Source: an optimization exercise on an open RTL-to-GDS flow (aim: small area). Production flows keep margins and buffers that such runs may drop. RTL that was checked went through simulation tests only; none was proved equivalent to the original. No activity file was given, so power comes from the tool's default toggle rates.

== v35 ==
## indexed_sequence_store_core
module indexed_sequence_store_core (
	input  logic        clk,
	input  logic        arst_n,
	input  logic        req_valid,
	output logic        req_ready,
	input  logic [2:0]  req_type,
	input  logic [4:0]  req_position,
	input  logic [31:0] req_data_in,
	output logic        rsp_valid,
	input  logic        rsp_ready,
	output logic [31:0] rsp_read_data,
	output logic [1:0]  rsp_status,
	output logic [4:0]  rsp_element_count
);
For scale: ~1,500 cells after synthesis, roughly 590 flip-flops, ~24,000 um2 of cells after synthesis.
Settings: LEC_CHECK=0, CAP_MARGIN=20, CORE_MARGIN=2, CORE_UTILIZATION=60, CTS_BUF_LIST=sky130_fd_sc_hd__clkbuf_4, CTS_CLUSTER_DIAMETER=50, CTS_CLUSTER_SIZE=10, PLACE_DENSITY=0.75, SLEW_MARGIN=20; clock period 5.0 ns.
run.sh (not shown) runs the stock make flow with config.mk's settings and CLKGATE_MAP_FILE= SYNTH_SCRIPT=/design/flow/synth_recipe.tcl, a recipe that flattens the netlist after the stock synthesis.
v35 did not stop at any stage, and its layout met the timing, DRC and antenna checks.
The inputs of v45 differ from those of v35 as listed below.
- swapping sky130_fd_sc_hd__clkbuf_4 for sky130_fd_sc_hd__clkbuf_8 in CTS_BUF_LIST
- swapping 20 for 0 in SLEW_MARGIN
- swapping 20 for 0 in CAP_MARGIN
- swapping 50 for 60 in CTS_CLUSTER_DIAMETER
- swapping 10 for 20 in CTS_CLUSTER_SIZE
==> comparison <==
Taking v35 as the reference, in v45 detailed route wirelength on metal2 lost about 0.5%; setup slack of the most critical reg-to-reg path went up by 20 ps. The reported sequential group power of v45 and that of v35 are within noise of each other. In the metrics for v35 and v45, the one carrying the lower total power per unit cell area is v45. Cmp v35 and v45 / critical path depth / lower: v45. v45: post-cts repair resize count lower than v35. Total chip power ends up higher on v35. Against v35, v45 comes in 70 ps higher on arrival time of data at the critical path endpoint. Routed wire length ends up lower on v45. Looking at upper clock frequency limit, v45 sits about 1.4% lower than v35 does. v45 ends up with lower proportion of power drawn by the clock network than v35 does.
The inputs of v51 differ from those of v45 as listed below.
- CAP_MARGIN: 0 -> 20
- SLEW_MARGIN: 0 -> 20
==> flow/flow/run.sh (new file) <==
#!/bin/bash
# Standard layout, with the port buffers made of the smallest buffer cell.
bash standard.sh "BUFFER_PORTS_ARGS=-buffer_cell sky130_fd_sc_hd__buf_1" finish > standard.log 2>&1
==> flow/standard.sh (new file) <==
#!/bin/bash
# synth_recipe.tcl (not shown) runs the flow's synth.tcl, then flattens the netlist and writes it again
# the make line also repeats each setting of config.mk as NAME=value (left out here)
make -C /OpenROAD-flow-scripts/flow DESIGN_CONFIG=/design/flow/config.mk WORK_HOME=/design/flow/orfs CLKGATE_MAP_FILE= SYNTH_SCRIPT=/design/flow/synth_recipe.tcl "${@:-finish}"
removed: flow/run.sh
Results
- | worst setup slack | v51 vs v45 | better |
- The shortest period the worst path allows reported for v51 is smaller than that of v45 by 610 ps.
- Against v45, final cell count in v51 fell slightly.
- sky130_fd_sc_hd__nor2_4 as the master of the slowest instance on the critical path was reported by v51, and sky130_fd_sc_hd__nor3_2 by v45.
The following lists how v6 was set up differently from v51:
==> flow/run.sh (new file) <==
#!/bin/bash
# synth_recipe.tcl (not shown) runs the flow's synth.tcl, then flattens the netlist and writes it again
# the make line also repeats each setting of config.mk as NAME=value (left out here)
make -C /OpenROAD-flow-scripts/flow DESIGN_CONFIG=/design/flow/config.mk WORK_HOME=/design/flow/orfs CLKGATE_MAP_FILE= SYNTH_SCRIPT=/design/flow/synth_recipe.tcl finish
removed: flow/flow/run.sh
removed: flow/standard.sh
### Flow results
Comparing v51 against v6, there is no change at all in total congestion overflow.
Re sum of routed wire segments on met1: v6 and v51 aren't equal, and the lower value belongs to v6.
In the metrics for v6 and v51, the one carrying the higher post-detailed-route via-to-cell ratio is v51.
Utilization of the core after routing was lower in v51 than in v6.
Looking at later-pin clock latency in the skew report, v6 sits 40 ps below v51.
As far as final-report setup violation count is concerned, v6 and v51 perform about the same.
No functional check of the RTL was part of any run of this note.

* * *

The RTL this note starts from:
==> flow/design.v <==
package isq_pkg;
	localparam int CAPACITY   = 16;
	localparam int DATA_WIDTH = 32;
	localparam int IDX_W      = $clog2(CAPACITY);
	localparam int CNT_W      = $clog2(CAPACITY + 1);
	localparam int REQ_W    = 3;
	localparam int POS_W    = 5;
	localparam int WORD_W   = 32;
	localparam int STATUS_W = 2;
	localparam int COUNT_W  = 5;
	localparam logic [REQ_W-1:0] REQ_PUSH_BACK  = 3'd0;
	localparam logic [REQ_W-1:0] REQ_PUSH_FRONT = 3'd1;
	localparam logic [REQ_W-1:0] REQ_POP_FRONT  = 3'd2;
	localparam logic [REQ_W-1:0] REQ_POP_BACK   = 3'd3;
	localparam logic [REQ_W-1:0] REQ_INSERT     = 3'd4;
	localparam logic [REQ_W-1:0] REQ_REMOVE     = 3'd5;
	localparam logic [REQ_W-1:0] REQ_GET        = 3'd6;
	localparam logic [REQ_W-1:0] REQ_CLEAR      = 3'd7;
	localparam logic [STATUS_W-1:0] STS_OK    = 2'd0;
	localparam logic [STATUS_W-1:0] STS_EMPTY = 2'd1;
	localparam logic [STATUS_W-1:0] STS_RANGE = 2'd2;
	localparam logic [STATUS_W-1:0] STS_FULL  = 2'd3;
	localparam logic [1:0] OP_NONE  = 2'd0;
	localparam logic [1:0] OP_OPEN  = 2'd1;
	localparam logic [1:0] OP_CLOSE = 2'd2;
	localparam logic [1:0] OP_CLEAR = 2'd3;
	typedef struct packed {
		logic                  load;
		logic [1:0]            op;
		logic [IDX_W-1:0]      at;
		logic                  rd_en;
		logic [DATA_WIDTH-1:0] word;
	} isq_cmd_t;
	typedef struct packed {
		logic [CNT_W-1:0] count;
	} isq_sts_t;
endpackage
module indexed_sequence_store_core (
	input  logic        clk,
	input  logic        arst_n,
	input  logic        req_valid,
	output logic        req_ready,
	input  logic [2:0]  req_type,
	input  logic [4:0]  req_position,
	input  logic [31:0] req_data_in,
	output logic        rsp_valid,
	input  logic        rsp_ready,
	output logic [31:0] rsp_read_data,
	output logic [1:0]  rsp_status,
	output logic [4:0]  rsp_element_count
);
	logic [31:0] mem_q [16];
	logic [3:0]  perm_q [16];
	logic [4:0]  count_q;
	logic        valid_q;
	logic [1:0]  status_q;
	logic        rd_q;
	logic [3:0]  slot_q;
	logic        accept;
	logic        full, empty;
	logic        ins, rem, get, clr, dec;
	logic [1:0]  status_d;
	logic [3:0]  p;
	logic [3:0]  pslot;
	assign req_ready = !valid_q || rsp_ready;
	assign accept    = req_valid && req_ready;
	assign rsp_valid = valid_q;
	assign rsp_status = status_q;
	assign rsp_element_count = count_q;
	assign full  = count_q[4];
	assign empty = (count_q == 5'd0);
	always_comb begin
		ins      = 1'b0;
		rem      = 1'b0;
		get      = 1'b0;
		clr      = 1'b0;
		dec      = 1'b0;
		status_d = 2'd0;
		p        = req_position[3:0];
		case (req_type)
			3'd0: begin
				p = count_q[3:0];
				if (full) status_d = 2'd3; else ins = 1'b1;
			end
			3'd1: begin
				p = 4'd0;
				if (full) status_d = 2'd3; else ins = 1'b1;
			end
			3'd2: begin
				p = 4'd0;
				if (empty) status_d = 2'd1; else rem = 1'b1;
			end
			3'd3: begin
				if (empty) status_d = 2'd1; else dec = 1'b1;
			end
			3'd4: begin
				if (req_position > count_q) status_d = 2'd2;
				else if (full) status_d = 2'd3;
				else ins = 1'b1;
			end
			3'd5: begin
				if (req_position >= count_q) status_d = 2'd2; else rem = 1'b1;
			end
			3'd6: begin
				if (req_position >= count_q) status_d = 2'd2; else get = 1'b1;
			end
			default: clr = 1'b1;
		endcase
	end
	logic [15:0] pd, gt;
	always_comb begin
		for (int i = 0; i < 16; i++) pd[i] = (p == 4'(i));
		gt[0] = 1'b0;
		for (int i = 1; i < 16; i++) gt[i] = gt[i-1] | pd[i-1];
	end
	logic [63:0] perm_flat;
	always_comb begin
		for (int i = 0; i < 16; i++) perm_flat[4*i +: 4] = perm_q[i];
	end
	isq_pick16 u_pick (.tbl(perm_flat), .sel(pd), .y(pslot));
	always_ff @(posedge clk or negedge arst_n) begin
		if (!arst_n) begin
			valid_q <= 1'b0;
		end else if (accept) begin
			valid_q <= 1'b1;
		end else if (rsp_ready) begin
			valid_q <= 1'b0;
		end
	end
	always_ff @(posedge clk) begin
		if (accept) begin
			status_q <= status_d;
			rd_q     <= get;
			slot_q   <= pslot;
		end
	end
	always_ff @(posedge clk or negedge arst_n) begin
		if (!arst_n) begin
			count_q <= 5'd0;
		end else if (accept) begin
			if (clr) count_q <= 5'd0;
			else if (ins) count_q <= count_q + 5'd1;
			else if (rem || dec) count_q <= count_q - 5'd1;
		end
	end
	logic [15:0] sh_up, sh_dn, put, hold;
	logic [3:0]  ent [16];
	always_comb begin
		for (int i = 0; i < 16; i++) begin
			sh_up[i] = accept && ins && gt[i];
			put[i]   = accept && ((ins && pd[i]) || (rem && i == 15));
			sh_dn[i] = accept && rem && i < 15 && (gt[i] || pd[i]);
			hold[i]  = !(sh_up[i] || sh_dn[i] || put[i]);
		end
	end
	isq_sel3 u_sel_0 (
		.q  (perm_q[0]),  .h (hold[0]),
		.a  (perm_q[1]),  .ea (sh_dn[0]),
		.b  (perm_q[15]), .eb (put[0]),
		.y  (ent[0])
	);
	isq_sel3 u_sel_15 (
		.q  (perm_q[15]), .h (hold[15]),
		.a  (perm_q[14]), .ea (sh_up[15]),
		.b  (pslot),      .eb (put[15]),
		.y  (ent[15])
	);
	for (genvar i = 1; i < 15; i++) begin : g_ent
		isq_sel4 u_sel (
			.q  (perm_q[i]),   .h (hold[i]),
			.lo (perm_q[i-1]), .u (sh_up[i]),
			.hi (perm_q[i+1]), .d (sh_dn[i]),
			.nw (perm_q[15]),  .p (put[i]),
			.y  (ent[i])
		);
	end
	always_ff @(posedge clk or negedge arst_n) begin
		if (!arst_n) begin
			for (int i = 0; i < 16; i++) perm_q[i] <= 4'(i);
		end else begin
			for (int i = 0; i < 16; i++) perm_q[i] <= ent[i];
		end
	end
	logic [15:0] we, keep;
	logic [31:0] mem_d [16];
	always_comb begin
		for (int s = 0; s < 16; s++) begin
			we[s]   = accept && ins && perm_q[15] == 4'(s);
			keep[s] = !we[s];
		end
	end
	for (genvar s = 0; s < 16; s++) begin : g_slot
		isq_wsel u_wsel (
			.q    (mem_q[s]),
			.keep (keep[s]),
			.d    (req_data_in),
			.load (we[s]),
			.y    (mem_d[s])
		);
	end
	always_ff @(posedge clk) begin
		for (int s = 0; s < 16; s++) mem_q[s] <= mem_d[s];
	end
	logic [15:0]  rsel;
	logic [511:0] mem_flat;
	always_comb begin
		for (int i = 0; i < 16; i++) begin
			rsel[i] = rd_q && slot_q == 4'(i);
			mem_flat[32*i +: 32] = mem_q[i];
		end
	end
	isq_rdmux u_rd (.words(mem_flat), .sel(rsel), .y(rsp_read_data));
endmodule
module isq_sel4 (
	input  logic [3:0] q,
	input  logic       h,
	input  logic [3:0] lo,
	input  logic       u,
	input  logic [3:0] hi,
	input  logic       d,
	input  logic [3:0] nw,
	input  logic       p,
	output logic [3:0] y
);
	assign y = (q & {4{h}}) | (lo & {4{u}}) | (hi & {4{d}}) | (nw & {4{p}});
endmodule
module isq_sel3 (
	input  logic [3:0] q,
	input  logic       h,
	input  logic [3:0] a,
	input  logic       ea,
	input  logic [3:0] b,
	input  logic       eb,
	output logic [3:0] y
);
	assign y = (q & {4{h}}) | (a & {4{ea}}) | (b & {4{eb}});
endmodule
module isq_pick16 (
	input  logic [63:0] tbl,
	input  logic [15:0] sel,
	output logic [3:0]  y
);
	always_comb begin
		y = 4'd0;
		for (int i = 0; i < 16; i++) y = y | (tbl[4*i +: 4] & {4{sel[i]}});
	end
endmodule
module isq_rdmux (
	input  logic [511:0] words,
	input  logic [15:0]  sel,
	output logic [31:0]  y
);
	always_comb begin
		y = 32'd0;
		for (int i = 0; i < 16; i++) y = y | (words[32*i +: 32] & {32{sel[i]}});
	end
endmodule
module isq_wsel (
	input  logic [31:0] q,
	input  logic        keep,
	input  logic [31:0] d,
	input  logic        load,
	output logic [31:0] y
);
	assign y = (q & {32{keep}}) | (d & {32{load}});
endmodule
Settings: LEC_CHECK=0, CAP_MARGIN=20, CORE_MARGIN=2, CORE_UTILIZATION=70, CTS_BUF_LIST=sky130_fd_sc_hd__clkbuf_8, CTS_CLUSTER_DIAMETER=55, CTS_CLUSTER_SIZE=18, PLACE_DENSITY=0.8, SLEW_MARGIN=20, SYNTH_HIERARCHICAL=1, SYNTH_MINIMUM_KEEP_SIZE=0; clock period 5.0 ns.
standard.sh (not shown) runs the stock make flow with config.mk's settings and CLKGATE_MAP_FILE= SYNTH_SCRIPT=/design/flow/synth_recipe.tcl, a recipe that flattens the netlist after the stock synthesis.
==> flow/flow/run.sh <==
#!/bin/bash
# Standard layout, with the port buffers made of the smallest buffer cell
# and clock tree synthesis without dummy clock loads.
CTS="-sink_clustering_enable -repair_clock_nets -dont_use_dummy_load -sink_clustering_size 18 -sink_clustering_max_diameter 55 -buf_list sky130_fd_sc_hd__clkbuf_8"
bash standard.sh "BUFFER_PORTS_ARGS=-buffer_cell sky130_fd_sc_hd__buf_1" "CTS_ARGS=$CTS" finish > standard.log 2>&1
The first run finished clean.
==> next run, changes <==
==> flow/flow/run.sh (replaced) <==
#!/bin/bash
# Standard layout, with the port buffers made of the smallest buffer cell
# and clock tree synthesis without dummy clock loads.
CTS="-sink_clustering_enable -repair_clock_nets -dont_use_dummy_load -sink_clustering_size 16 -sink_clustering_max_diameter 50 -buf_list sky130_fd_sc_hd__clkbuf_8"
bash standard.sh "BUFFER_PORTS_ARGS=-buffer_cell sky130_fd_sc_hd__buf_1" "CTS_ARGS=$CTS" finish > standard.log 2>&1
Settings changed: CORE_UTILIZATION 70 to 75, CTS_CLUSTER_DIAMETER 55 to 50, CTS_CLUSTER_SIZE 18 to 16, PLACE_DENSITY 0.8 to 0.85.
After rerunning:
- The changed run completed without violations
- worst hold slack barely changes
- worst setup slack improved by 0.069 ns
- synthesized area does not change
- sequential cell count does not change
- maximum frequency rose slightly
- register-to-register slack loses 0.14 ns
- global-route usage climbs by 1.6 points
- die area is lower by a few percent

-- separate check: timing with driven ports --
No port has a modelled driver above. Below, the same layouts with a new extraction and two added sets of constraints.
Step 1, drivers: a clkbuf_16 drives clk and a buf_2 each remaining input, both assumed.
Step 2 adds t to the input delays and takes it off the output delays; t is the mean of the earliest and latest rising clock arrival at the registers after step 1. Input paths then give back, and output paths get back, about the clock's delay inside the block.
a / b / c = ideal ports / drivers / drivers and shift; a / b = the first two.
run	t, ns	slack for setup (ns)	worst setup path after step 2	worst slew at a driven data input, ns
v35	0.837	0.163 / 0.116 / 0.576	input to register	0.06
v45	0.649	0.093 / 0.042 / 0.587	input to register	0.06
v51	0.677	0.701 / 0.651 / 0.934	input to register	0.07
v6	0.649	0.093 / 0.042 / 0.587	input to register	0.06
the first run of note 2	0.647	0.621 / 0.566 / 0.739	input to register	0.07
the second run of note 2	0.643	0.690 / 0.640 / 0.671	input to register	0.06
After both steps setup and hold are still met in every run listed. The setup slack of the second run of note 2, which loses most, moves by -0.050 ns with the drivers and by -0.019 ns with both steps.
